Source: an optimization exercise on an open RTL-to-GDS flow (aim: a short achievable clock period and few clock cycles). Production flows keep margins and buffers that such runs may drop. Function was checked by simulation only, so behaviour that the tests miss may differ from the original. Power is estimated from default activity; no workload was simulated.

==> flow/design.v <==
`timescale 1ns/1ps
package lc4_pkg;
   localparam int WORD_W    = 16;
   localparam int REG_SEL_W = 3;
   localparam int NUM_REGS  = 8;
   typedef logic [WORD_W-1:0]    word_t;
   typedef logic [REG_SEL_W-1:0] reg_sel_t;
   typedef logic [2:0]           nzp_t;       
   localparam nzp_t NZP_N = 3'b100;
   localparam nzp_t NZP_Z = 3'b010;
   localparam nzp_t NZP_P = 3'b001;
   typedef enum logic [3:0] {
      OP_NOP   = 4'b0000,
      OP_ARITH = 4'b0001,                
      OP_LOGIC = 4'b0101,                
      OP_LDR   = 4'b0110,
      OP_STR   = 4'b0111,
      OP_CONST = 4'b1001
   } opcode_e;
   typedef enum logic [2:0] {
      ALU_ADD    = 3'd0,
      ALU_MUL    = 3'd1,
      ALU_SUB    = 3'd2,
      ALU_AND    = 3'd3,
      ALU_NOT    = 3'd4,
      ALU_OR     = 3'd5,
      ALU_XOR    = 3'd6,
      ALU_PASS_B = 3'd7                  
   } alu_op_e;
   typedef struct packed {
      reg_sel_t rs;
      reg_sel_t rt;
      reg_sel_t rd;
      logic     rs_re;
      logic     rt_re;
      logic     rd_we;
      logic     nzp_we;
      logic     is_load;
      logic     is_store;
      alu_op_e  alu_op;
      logic     imm_sel;                 
      word_t    imm;                     
   } ctrl_t;
   typedef struct packed {
      word_t addr;
      logic  we;
      word_t wdata;
   } dmem_req_t;
   typedef struct packed {
      logic     valid;
      word_t    pc;
      word_t    insn;
      logic     regfile_we;
      reg_sel_t wsel;
      word_t    wdata;
      logic     nzp_we;
      nzp_t     nzp_bits;
      logic     dmem_we;
      word_t    dmem_addr;
      word_t    dmem_data;               
   } trace_t;
   function automatic nzp_t nzp_of(input word_t value);
      if (value[WORD_W-1]) begin
         nzp_of = NZP_N;
      end else if (value == '0) begin
         nzp_of = NZP_Z;
      end else begin
         nzp_of = NZP_P;
      end
   endfunction
endpackage
`timescale 1ns/1ps
module lc4_decoder (
   input  lc4_pkg::word_t i_insn,
   output lc4_pkg::ctrl_t o_ctrl
);
   lc4_pkg::opcode_e    opcode;
   logic [2:0] sub_op;
   lc4_pkg::word_t      imm5;
   lc4_pkg::word_t      imm6;
   lc4_pkg::word_t      imm9;
   assign opcode = lc4_pkg::opcode_e'(i_insn[15:12]);
   assign sub_op = i_insn[5:3];
   assign imm5   = {{(lc4_pkg::WORD_W-5){i_insn[4]}}, i_insn[4:0]};
   assign imm6   = {{(lc4_pkg::WORD_W-6){i_insn[5]}}, i_insn[5:0]};
   assign imm9   = {{(lc4_pkg::WORD_W-9){i_insn[8]}}, i_insn[8:0]};
   always_comb begin
      logic rr;                          
      rr            = 1'b0;
      o_ctrl        = '0;
      o_ctrl.rd     = i_insn[11:9];
      o_ctrl.rs     = i_insn[8:6];
      o_ctrl.rt     = i_insn[2:0];
      o_ctrl.alu_op = lc4_pkg::ALU_ADD;
      case (opcode)
         lc4_pkg::OP_ARITH: begin
            if (i_insn[5]) begin         
               o_ctrl.imm_sel = 1'b1;
               o_ctrl.imm     = imm5;
               o_ctrl.rs_re   = 1'b1;
               o_ctrl.rd_we   = 1'b1;
            end else begin
               case (sub_op)
                  3'b000:  o_ctrl.alu_op = lc4_pkg::ALU_ADD;
                  3'b001:  o_ctrl.alu_op = lc4_pkg::ALU_MUL;
                  3'b010:  o_ctrl.alu_op = lc4_pkg::ALU_SUB;
                  default: o_ctrl.alu_op = lc4_pkg::ALU_PASS_B;
               endcase
               rr = (sub_op != 3'b011);  
            end
         end
         lc4_pkg::OP_LOGIC: begin
            if (i_insn[5]) begin         
               o_ctrl.alu_op  = lc4_pkg::ALU_AND;
               o_ctrl.imm_sel = 1'b1;
               o_ctrl.imm     = imm5;
               o_ctrl.rs_re   = 1'b1;
               o_ctrl.rd_we   = 1'b1;
            end else begin
               case (sub_op)
                  3'b000:  o_ctrl.alu_op = lc4_pkg::ALU_AND;
                  3'b001:  o_ctrl.alu_op = lc4_pkg::ALU_NOT;
                  3'b010:  o_ctrl.alu_op = lc4_pkg::ALU_OR;
                  default: o_ctrl.alu_op = lc4_pkg::ALU_XOR;
               endcase
               rr = 1'b1;
            end
         end
         lc4_pkg::OP_LDR: begin                   
            o_ctrl.imm_sel = 1'b1;
            o_ctrl.imm     = imm6;
            o_ctrl.rs_re   = 1'b1;
            o_ctrl.rd_we   = 1'b1;
            o_ctrl.is_load = 1'b1;
         end
         lc4_pkg::OP_STR: begin                   
            o_ctrl.rt       = i_insn[11:9];
            o_ctrl.imm_sel  = 1'b1;
            o_ctrl.imm      = imm6;
            o_ctrl.rs_re    = 1'b1;
            o_ctrl.rt_re    = 1'b1;
            o_ctrl.is_store = 1'b1;
         end
         lc4_pkg::OP_CONST: begin
            o_ctrl.alu_op  = lc4_pkg::ALU_PASS_B;
            o_ctrl.imm_sel = 1'b1;
            o_ctrl.imm     = imm9;
            o_ctrl.rd_we   = 1'b1;
         end
         default: ;                      
      endcase
      if (rr) begin
         o_ctrl.rs_re = 1'b1;
         o_ctrl.rt_re = (o_ctrl.alu_op != lc4_pkg::ALU_NOT);
         o_ctrl.rd_we = 1'b1;
      end
      o_ctrl.nzp_we = o_ctrl.rd_we;
   end
endmodule
`timescale 1ns/1ps
module lc4_regfile (
   input  logic             gwe,
   input  logic             i_reset,
   input  lc4_pkg::reg_sel_t i_rs_sel,
   input  lc4_pkg::reg_sel_t i_rt_sel,
   input  lc4_pkg::reg_sel_t i_rd_sel,
   input  logic             i_rd_we,
   input  lc4_pkg::word_t   i_wdata,
   output lc4_pkg::word_t   o_rs_data,
   output lc4_pkg::word_t   o_rt_data
);
   lc4_pkg::word_t regs [lc4_pkg::NUM_REGS];
   always_ff @(posedge gwe) begin
      if (i_reset) begin
         for (int i = 0; i < lc4_pkg::NUM_REGS; i++) begin
            regs[i] <= '0;
         end
      end else if (i_rd_we) begin
         regs[i_rd_sel] <= i_wdata;
      end
   end
   assign o_rs_data = (i_rd_we && (i_rd_sel == i_rs_sel)) ? i_wdata : regs[i_rs_sel];
   assign o_rt_data = (i_rd_we && (i_rd_sel == i_rt_sel)) ? i_wdata : regs[i_rt_sel];
endmodule
`timescale 1ns/1ps
module lc4_alu (
   input  lc4_pkg::alu_op_e i_op,
   input  lc4_pkg::word_t   i_a,         
   input  lc4_pkg::word_t   i_b,         
   input  lc4_pkg::word_t   i_imm,       
   input  logic             i_imm_sel,
   output lc4_pkg::word_t   o_result
);
   lc4_pkg::word_t op_b;
   lc4_pkg::word_t product;
   assign op_b    = i_imm_sel ? i_imm : i_b;
   assign product = i_a * op_b;          
   always_comb begin
      case (i_op)
         lc4_pkg::ALU_ADD: begin
            o_result = i_a + op_b;       
         end
         lc4_pkg::ALU_MUL: begin
            o_result = product;
         end
         lc4_pkg::ALU_SUB: begin
            o_result = i_a - op_b;
         end
         lc4_pkg::ALU_AND: begin
            o_result = i_a & op_b;
         end
         lc4_pkg::ALU_NOT: begin
            o_result = ~i_a;
         end
         lc4_pkg::ALU_OR: begin
            o_result = i_a | op_b;
         end
         lc4_pkg::ALU_XOR: begin
            o_result = i_a ^ op_b;
         end
         lc4_pkg::ALU_PASS_B: begin
            o_result = op_b;             
         end
         default: begin
            o_result = '0;
         end
      endcase
   end
endmodule
`timescale 1ns/1ps
module lc4_execute (
   input  logic             gwe,
   input  logic             i_reset,
   input  lc4_pkg::ctrl_t   i_ctrl,
   input  lc4_pkg::word_t   i_pc,
   input  lc4_pkg::word_t   i_rs_data,
   input  lc4_pkg::word_t   i_rt_data,
   input  lc4_pkg::word_t   i_m_fwd,     
   input  lc4_pkg::reg_sel_t i_m_rd,
   input  logic             i_m_we,
   input  lc4_pkg::word_t   i_w_fwd,     
   input  lc4_pkg::reg_sel_t i_w_rd,
   input  logic             i_w_we,
   output lc4_pkg::word_t   o_result,
   output lc4_pkg::word_t   o_rt_fwd,    
   output lc4_pkg::nzp_t    o_nzp
);
   lc4_pkg::word_t rs_val;
   lc4_pkg::word_t rt_val;
   lc4_pkg::nzp_t  nzp_q;
   assign rs_val = (i_ctrl.rs_re && i_m_we && (i_m_rd == i_ctrl.rs)) ? i_m_fwd :     
                   (i_ctrl.rs_re && i_w_we && (i_w_rd == i_ctrl.rs)) ? i_w_fwd :     
                   i_rs_data;
   assign rt_val = (i_ctrl.rt_re && i_m_we && (i_m_rd == i_ctrl.rt)) ? i_m_fwd :     
                   (i_ctrl.rt_re && i_w_we && (i_w_rd == i_ctrl.rt)) ? i_w_fwd :     
                   i_rt_data;
   assign o_rt_fwd = rt_val;
   lc4_alu u_alu (
      .i_op      (i_ctrl.alu_op),
      .i_a       (rs_val),
      .i_b       (rt_val),
      .i_imm     (i_ctrl.imm),
      .i_imm_sel (i_ctrl.imm_sel),
      .o_result  (o_result)
   );
   always_ff @(posedge gwe) begin
      if (i_reset) begin
         nzp_q <= '0;
      end else if (i_ctrl.nzp_we) begin
         nzp_q <= lc4_pkg::nzp_of(o_result);
      end
   end
   assign o_nzp = nzp_q;
endmodule
`timescale 1ns/1ps
module lc4_pipeline #(
   parameter lc4_pkg::word_t RESET_PC = 16'h8200
) (
   input  logic               gwe,
   input  logic               i_reset,
   input  lc4_pkg::word_t     i_cur_insn,        
   input  lc4_pkg::word_t     i_cur_dmem_data,   
   output lc4_pkg::word_t     o_cur_pc,
   output lc4_pkg::dmem_req_t o_dmem,            
   output lc4_pkg::trace_t    o_trace            
);
   lc4_pkg::word_t pc;
   logic  d_valid;
   lc4_pkg::word_t d_pc;
   lc4_pkg::word_t d_insn;
   lc4_pkg::ctrl_t dec_ctrl;
   lc4_pkg::word_t rf_rs_data;
   lc4_pkg::word_t rf_rt_data;
   logic  x_valid;
   lc4_pkg::word_t x_pc;
   lc4_pkg::word_t x_insn;
   lc4_pkg::ctrl_t x_ctrl;
   lc4_pkg::word_t x_rs_data;
   lc4_pkg::word_t x_rt_data;
   lc4_pkg::word_t ex_result;
   lc4_pkg::word_t ex_rt_fwd;
   lc4_pkg::nzp_t  ex_nzp;
   logic  m_valid;
   lc4_pkg::word_t m_pc;
   lc4_pkg::word_t m_insn;
   lc4_pkg::ctrl_t m_ctrl;
   lc4_pkg::word_t m_alu;
   lc4_pkg::word_t m_rt_data;
   lc4_pkg::word_t m_store_data;
   lc4_pkg::word_t m_fwd;
   lc4_pkg::nzp_t  m_nzp;
   logic  w_valid;
   lc4_pkg::word_t w_pc;
   lc4_pkg::word_t w_insn;
   lc4_pkg::ctrl_t w_ctrl;
   lc4_pkg::word_t w_alu;
   lc4_pkg::word_t w_load_data;
   lc4_pkg::word_t w_dmem_addr;
   lc4_pkg::word_t w_store_data;
   lc4_pkg::nzp_t  w_nzp;
   lc4_pkg::word_t w_word;                        
   always_ff @(posedge gwe) begin
      if (i_reset) begin
         pc <= RESET_PC;
      end else begin
         pc <= pc + 16'd1;
      end
   end
   assign o_cur_pc = pc;
   lc4_decoder u_decoder (
      .i_insn (d_insn),
      .o_ctrl (dec_ctrl)
   );
   lc4_regfile u_regfile (
      .gwe       (gwe),
      .i_reset   (i_reset),
      .i_rs_sel  (dec_ctrl.rs),
      .i_rt_sel  (dec_ctrl.rt),
      .i_rd_sel  (w_ctrl.rd),
      .i_rd_we   (w_ctrl.rd_we),
      .i_wdata   (w_word),
      .o_rs_data (rf_rs_data),
      .o_rt_data (rf_rt_data)
   );
   lc4_execute u_execute (
      .gwe       (gwe),
      .i_reset   (i_reset),
      .i_ctrl    (x_ctrl),
      .i_pc      (x_pc),
      .i_rs_data (x_rs_data),
      .i_rt_data (x_rt_data),
      .i_m_fwd   (m_fwd),
      .i_m_rd    (m_ctrl.rd),
      .i_m_we    (m_ctrl.rd_we),
      .i_w_fwd   (w_word),
      .i_w_rd    (w_ctrl.rd),
      .i_w_we    (w_ctrl.rd_we),
      .o_result  (ex_result),
      .o_rt_fwd  (ex_rt_fwd),
      .o_nzp     (ex_nzp)
   );
   always_ff @(posedge gwe) begin
      d_pc         <= pc;
      x_pc         <= d_pc;
      x_insn       <= d_insn;
      x_rs_data    <= rf_rs_data;
      x_rt_data    <= rf_rt_data;
      m_pc         <= x_pc;
      m_insn       <= x_insn;
      m_alu        <= ex_result;
      m_rt_data    <= ex_rt_fwd;
      w_pc         <= m_pc;
      w_insn       <= m_insn;
      w_alu        <= m_alu;
      w_load_data  <= i_cur_dmem_data;
      w_dmem_addr  <= o_dmem.addr;
      w_store_data <= o_dmem.wdata;
      w_nzp        <= m_nzp;
      if (i_reset) begin
         d_valid <= 1'b0;
         d_insn  <= '0;                  
         x_valid <= 1'b0;
         x_ctrl  <= '0;
         m_valid <= 1'b0;
         m_ctrl  <= '0;
         w_valid <= 1'b0;
         w_ctrl  <= '0;
      end else begin
         d_valid <= 1'b1;
         d_insn  <= i_cur_insn;
         x_valid <= d_valid;
         x_ctrl  <= dec_ctrl;
         m_valid <= x_valid;
         m_ctrl  <= x_ctrl;
         w_valid <= m_valid;
         w_ctrl  <= m_ctrl;
      end
   end
   assign m_store_data = (m_ctrl.is_store && w_ctrl.rd_we && (w_ctrl.rd == m_ctrl.rt))
                         ? w_word : m_rt_data;
   always_comb begin
      o_dmem.we    = m_ctrl.is_store;
      o_dmem.addr  = (m_ctrl.is_load || m_ctrl.is_store) ? m_alu : '0;
      o_dmem.wdata = m_ctrl.is_store ? m_store_data : '0;
   end
   assign m_fwd = m_ctrl.is_load ? i_cur_dmem_data : m_alu;       
   assign m_nzp = m_ctrl.is_load ? lc4_pkg::nzp_of(i_cur_dmem_data) : ex_nzp;
   assign w_word = w_ctrl.is_load ? w_load_data : w_alu;
   always_comb begin
      o_trace.valid      = w_valid;
      o_trace.pc         = w_pc;
      o_trace.insn       = w_insn;
      o_trace.regfile_we = w_ctrl.rd_we;
      o_trace.wsel       = w_ctrl.rd_we ? w_ctrl.rd : '0;
      o_trace.wdata      = w_ctrl.rd_we ? w_word : '0;
      o_trace.nzp_we     = w_ctrl.nzp_we;
      o_trace.nzp_bits   = w_ctrl.nzp_we ? w_nzp : '0;
      o_trace.dmem_we    = w_ctrl.is_store;
      o_trace.dmem_addr  = w_dmem_addr;
      o_trace.dmem_data  = w_ctrl.is_store ? w_store_data :
                           w_ctrl.is_load  ? w_load_data  : '0;
   end
endmodule
`timescale 1ns/1ps
module lc4_top (
   input  logic        gwe,
   input  logic        i_reset,
   input  logic [15:0] i_cur_insn,
   input  logic [15:0] i_cur_dmem_data,
   output logic [15:0] o_cur_pc,
   output logic [15:0] o_dmem_addr,
   output logic        o_dmem_we,
   output logic [15:0] o_dmem_wdata,
   output logic        o_trace_valid,
   output logic [15:0] o_trace_pc,
   output logic [15:0] o_trace_insn,
   output logic        o_trace_regfile_we,
   output logic [2:0]  o_trace_wsel,
   output logic [15:0] o_trace_wdata,
   output logic        o_trace_nzp_we,
   output logic [2:0]  o_trace_nzp_bits,
   output logic        o_trace_dmem_we,
   output logic [15:0] o_trace_dmem_addr,
   output logic [15:0] o_trace_dmem_data
);
   lc4_pkg::dmem_req_t dmem;
   lc4_pkg::trace_t    trace;
   lc4_pipeline #(.RESET_PC(16'h8200)) u_pipe (
      .gwe             (gwe),
      .i_reset         (i_reset),
      .i_cur_insn      (i_cur_insn),
      .i_cur_dmem_data (i_cur_dmem_data),
      .o_cur_pc        (o_cur_pc),
      .o_dmem          (dmem),
      .o_trace         (trace)
   );
   assign o_dmem_addr        = dmem.addr;
   assign o_dmem_we          = dmem.we;
   assign o_dmem_wdata       = dmem.wdata;
   assign o_trace_valid      = trace.valid;
   assign o_trace_pc         = trace.pc;
   assign o_trace_insn       = trace.insn;
   assign o_trace_regfile_we = trace.regfile_we;
   assign o_trace_wsel       = trace.wsel;
   assign o_trace_wdata      = trace.wdata;
   assign o_trace_nzp_we     = trace.nzp_we;
   assign o_trace_nzp_bits   = trace.nzp_bits;
   assign o_trace_dmem_we    = trace.dmem_we;
   assign o_trace_dmem_addr  = trace.dmem_addr;
   assign o_trace_dmem_data  = trace.dmem_data;
endmodule
==> flow/run.sh <==
#!/bin/bash
# synth_recipe.tcl (not shown) runs the flow's synth.tcl, then flattens the netlist and writes it again
# the make line also repeats each setting of config.mk as NAME=value (left out here)
make -C /OpenROAD-flow-scripts/flow DESIGN_CONFIG=/design/flow/config.mk WORK_HOME=/design/flow/orfs CLKGATE_MAP_FILE= SYNTH_SCRIPT=/design/flow/synth_recipe.tcl finish
==> flow/config.mk <==
export PLATFORM = sky130hd
export DESIGN_NAME = lc4_top
export DESIGN_NICKNAME = lc4_top
export VERILOG_FILES = /design/flow/design.v
export SDC_FILE = /design/flow/constraint.sdc
export NUM_CORES = 4
export LEC_CHECK = 0
export CAP_MARGIN = 20
export CORE_MARGIN = 2
export CORE_UTILIZATION = 40
export SLEW_MARGIN = 20
==> flow/constraint.sdc <==
create_clock -name core_clock -period 8.0 [get_ports {gwe}]
set_input_delay 1.6000 -clock core_clock [delete_from_list [all_inputs] [get_ports {gwe}]]
set_output_delay 1.6000 -clock core_clock [all_outputs]
set_load 0.01 [all_outputs]
==> impl_metrics.ini <==
[outcome]
status = no timing/DRC/antenna violations

[global_routing]
grtUsageTotal = 0.2469
grt_max_degree = 47
grt_first_pass_wirelength_um = 110500
grt-ovfl-total = 0
grt_pass1_vias = 17540
antenna_found_initial = 2

[routing]
drt-total-wl_um = 73340
ant_nets = 0
met2_length_um = 35200
wl_met3_um = 4691
num_vias = 17410
wire_per_inst_um = 22.31
drc = 0
first_iter_violations = 1726
dr.pass1.iters = 5
vias_per_cell = 5.298
wl_met1_um = 31410
highest-signal-layer = met4

[power]
p_leak_nw = 11.91
max-vdd-ir-drop_v = 0.0002186
powerDensity_nw_per_um2 = 261.3
p_total_mw = 7.461

[clock_tree]
ctsLongestPathBuffers = 3
htree_levels = 2
cts_root_buf = clkbuf_16
clock_sinks = 452
insertion_delay_ns = 0.60
cts_tree = built
cts_buffers = 49
clk_pin_slew_ns = 0.07

[floorplan]
initial_core_util = 0.4051
rows = 87
die_w_um = 243.2
die_h_um = 243.2
die_area_um2 = 59150
core_um2 = 56500
ios = 173

[sta]
finalSetupViolations = 0
clock_skew_ns = 0.02323
final-max-slew-violation-count = 0
final.setup.tns_ns = 0
max_freq_ghz = 0.1295
max_slew_margin = 0.2079
tightest_slew_ns = 1.185
timing.final.crit_share = 0.9649
whs_ns = 0.3198
hold_violations = 0
min_period_ns = 7.719

[worst_setup_path]
start_kind = primary input
cp.required_ns = 8.53
worst_ep_arrival_time_ns = 8.25
worstSetupEndpointType = flop
crit_type = primary input to flop
cp_max_fo = 5
crit_path_max_incr_delay_ns = 0.55
critPathSlowestCell = mux4_2
cp_common_cell = fa_1

[yosys]
synth.distinct_cells = 79
ys_seq_area_frac = 0.4513
postSynth.asyncResetShare = 0
synth_edf_count = 128
syn_avg_cell_area_um2 = 10.54
syn_area_um2 = 22890
ys_warn_count = 5
ys.flop_type = dfxtp_1
yosys_register_bits = 452
synth_cells = 2171
synth_nets = 2384

[layout]
nFillCells = 5076
largest_reg_flops = 128
drive_gt1_frac = 0.1857
design_area_um2 = 28560
insertedDiodeCount = 0
final_nets = 2706
final_core_util = 0.5055
reg_top3 = u_pipe.u_regfile.regs (128), u_pipe.x_ctrl (27)
top_register = u_pipe.u_regfile.regs
area_growth_pct = 24.78

[worst_hold_path]
hold_path_class = flop to flop

[place]
dpl_cell_area_um2 = 26710
dp_hpwl_um = 54450
place.gp.congestion = 0.9342
port_buffers = 172

[flow_run]
drv_cap = 0
routing by layer:
metal  global-route usage  up-vias
met2               0.4125      652
met5                    0        -
met1               0.3326     8603
li1                     -     8038
met3              0.03582      121
met4              0.07163        0
path summary, 6_finish.rpt:
kind,from,to,slack [ns],cells after the start
worst min-delay path,u_pipe.x_insn[15],u_pipe.m_insn[15],0.32,0
worst min register to register,u_pipe.x_insn[15],u_pipe.m_insn[15],0.32,0
worst max-delay path,i_cur_dmem_data[6],u_pipe.u_execute.nzp_q[1],0.28,26
worst max register to register,u_pipe.x_ctrl[29],u_pipe.u_execute.nzp_q[1],0.35,31
synth_stat cells, types with 13 or more instances:
library cell,instances,share of area
nand3_1,17,0.0037
ha_1,98,0.054
o21a_1,20,0.0066
fa_1,81,0.071
o21ai_0,79,0.017
and2_1,29,0.0079
mux2i_1,59,0.026
mux2_2,14,0.0069
mux4_2,67,0.066
a211oi_1,29,0.0095
nor2_1,266,0.044
xor2_1,27,0.010
dfxtp_1,324,0.28
or3_1,13,0.0036
clkbuf_1,96,0.016
inv_1,169,0.028
o211a_1,16,0.0070
nor2b_1,91,0.025
nor3_1,21,0.0046
xnor2_1,52,0.020
nand2_1,185,0.030
edfxtp_1,128,0.17
a21oi_1,79,0.017
metrics by stage:
step,setup WS [ns],instances
after floorplan,0.01378,2171
after global placement,-0.8310,3184
after detailed placement,-0.9572,3184
after CTS,0.08284,3275
after global routing,-0.06215,3287
final,0.2808,3287
power by group:
part / internal (mW) / leakage, nW / switching (mW)
registers: 2.52 / 4.00 / 0.124
clock network: 1.32 / 0.781 / 0.931
logic: 1.11 / 7.13 / 1.45
total: 4.95 / 11.9 / 2.51
repair_timing:
item	4_1_cts	5_1_grt
setup buffers	2	11
endpoints found under the setup margin	4	3
pin swaps	5	8
hold buffers	0	0
hold endpoints to repair	0	0
resized for setup	14	41
cells by family after synthesis:
| kind of cell | after synthesis | synth area share |
|---|---|---|
| DFF | 452 | 0.4513 |
| adders and majority gates | 179 | 0.1244 |
| xor gates and xnor gates | 88 | 0.03772 |
| AOI/OAI and AO/OA | 324 | 0.09747 |
| muxes | 144 | 0.1011 |
| buffers and inverters | 312 | 0.05385 |
| and+or+nand+nor | 672 | 0.1341 |
cell usage in the layout (no fill, tap or decap), types with 10 or more instances in the layout:
master / n
a211oi_1: 29
a21oi_1: 79
a41oi_1: 11
and2_1: 29
buf_4: 217
clkbuf_1: 15
clkbuf_16: 50
clkdlybuf4s50_1: 162
dfxtp_1: 322
edfxtp_1: 128
fa_1: 81
ha_1: 98
inv_1: 168
inv_2: 13
mux2_2: 13
mux2i_1: 47
mux2i_2: 13
mux4_2: 67
nand2_1: 185
nand2b_1: 10
nand3_1: 17
nor2_1: 263
nor2b_1: 91
nor3_1: 16
o211a_1: 16
o21a_1: 19
o21ai_0: 78
or3_1: 13
xnor2_1: 52
xor2_1: 27
cell type report:
class                      count  area, µm²  area share
clock buffer                  73       1409     0.04933
sequential                   452      10330      0.3618
timing repair buffer         398       3481      0.1219
multi-input combinational   1407      11500      0.4025
tap                          756      945.9     0.03312
inverter                     185      699.4     0.02449
clock inverter                16      195.2    0.006835
worst max-delay path, delay by kind of cell:
kind,cells,cell delay [ns]
adder cells (fa/ha/maj),7,3.00
AND/OR/NAND/NOR,5,1.06
buffers and inverters,7,1.05
multiplexers,3,0.94
AO/OA/AOI/OAI,3,0.41
XOR/XNOR,1,0.17
Testbench counts, summed over its fixed seeds: cycles 12,034.

-- what the ideal ports hide --
No port has a modelled driver above. Below, the same layout with a new extraction and two added sets of constraints.
Step 1: set_driving_cell puts a clkbuf_16 on gwe and a buf_2 on each other input, an assumption about the parent block.
Step 2 moves the port delays by t, midway between the first and last clock arrival at a register: inputs arrive t later, outputs are due t later. That takes back most of the time a late clock gives input paths.
a / b / c = ideal / step 1 / step 2; a / b = the first two.
t, ns: 0.649
slack for setup (ns): 0.281 / 0.320 / -0.328
cell pins on the clock port's net: 1
With both steps, setup timing fails in this run, where it was met with ideal ports. The setup slack of this run moves by +0.039 ns with the drivers and by -0.609 ns with both steps.
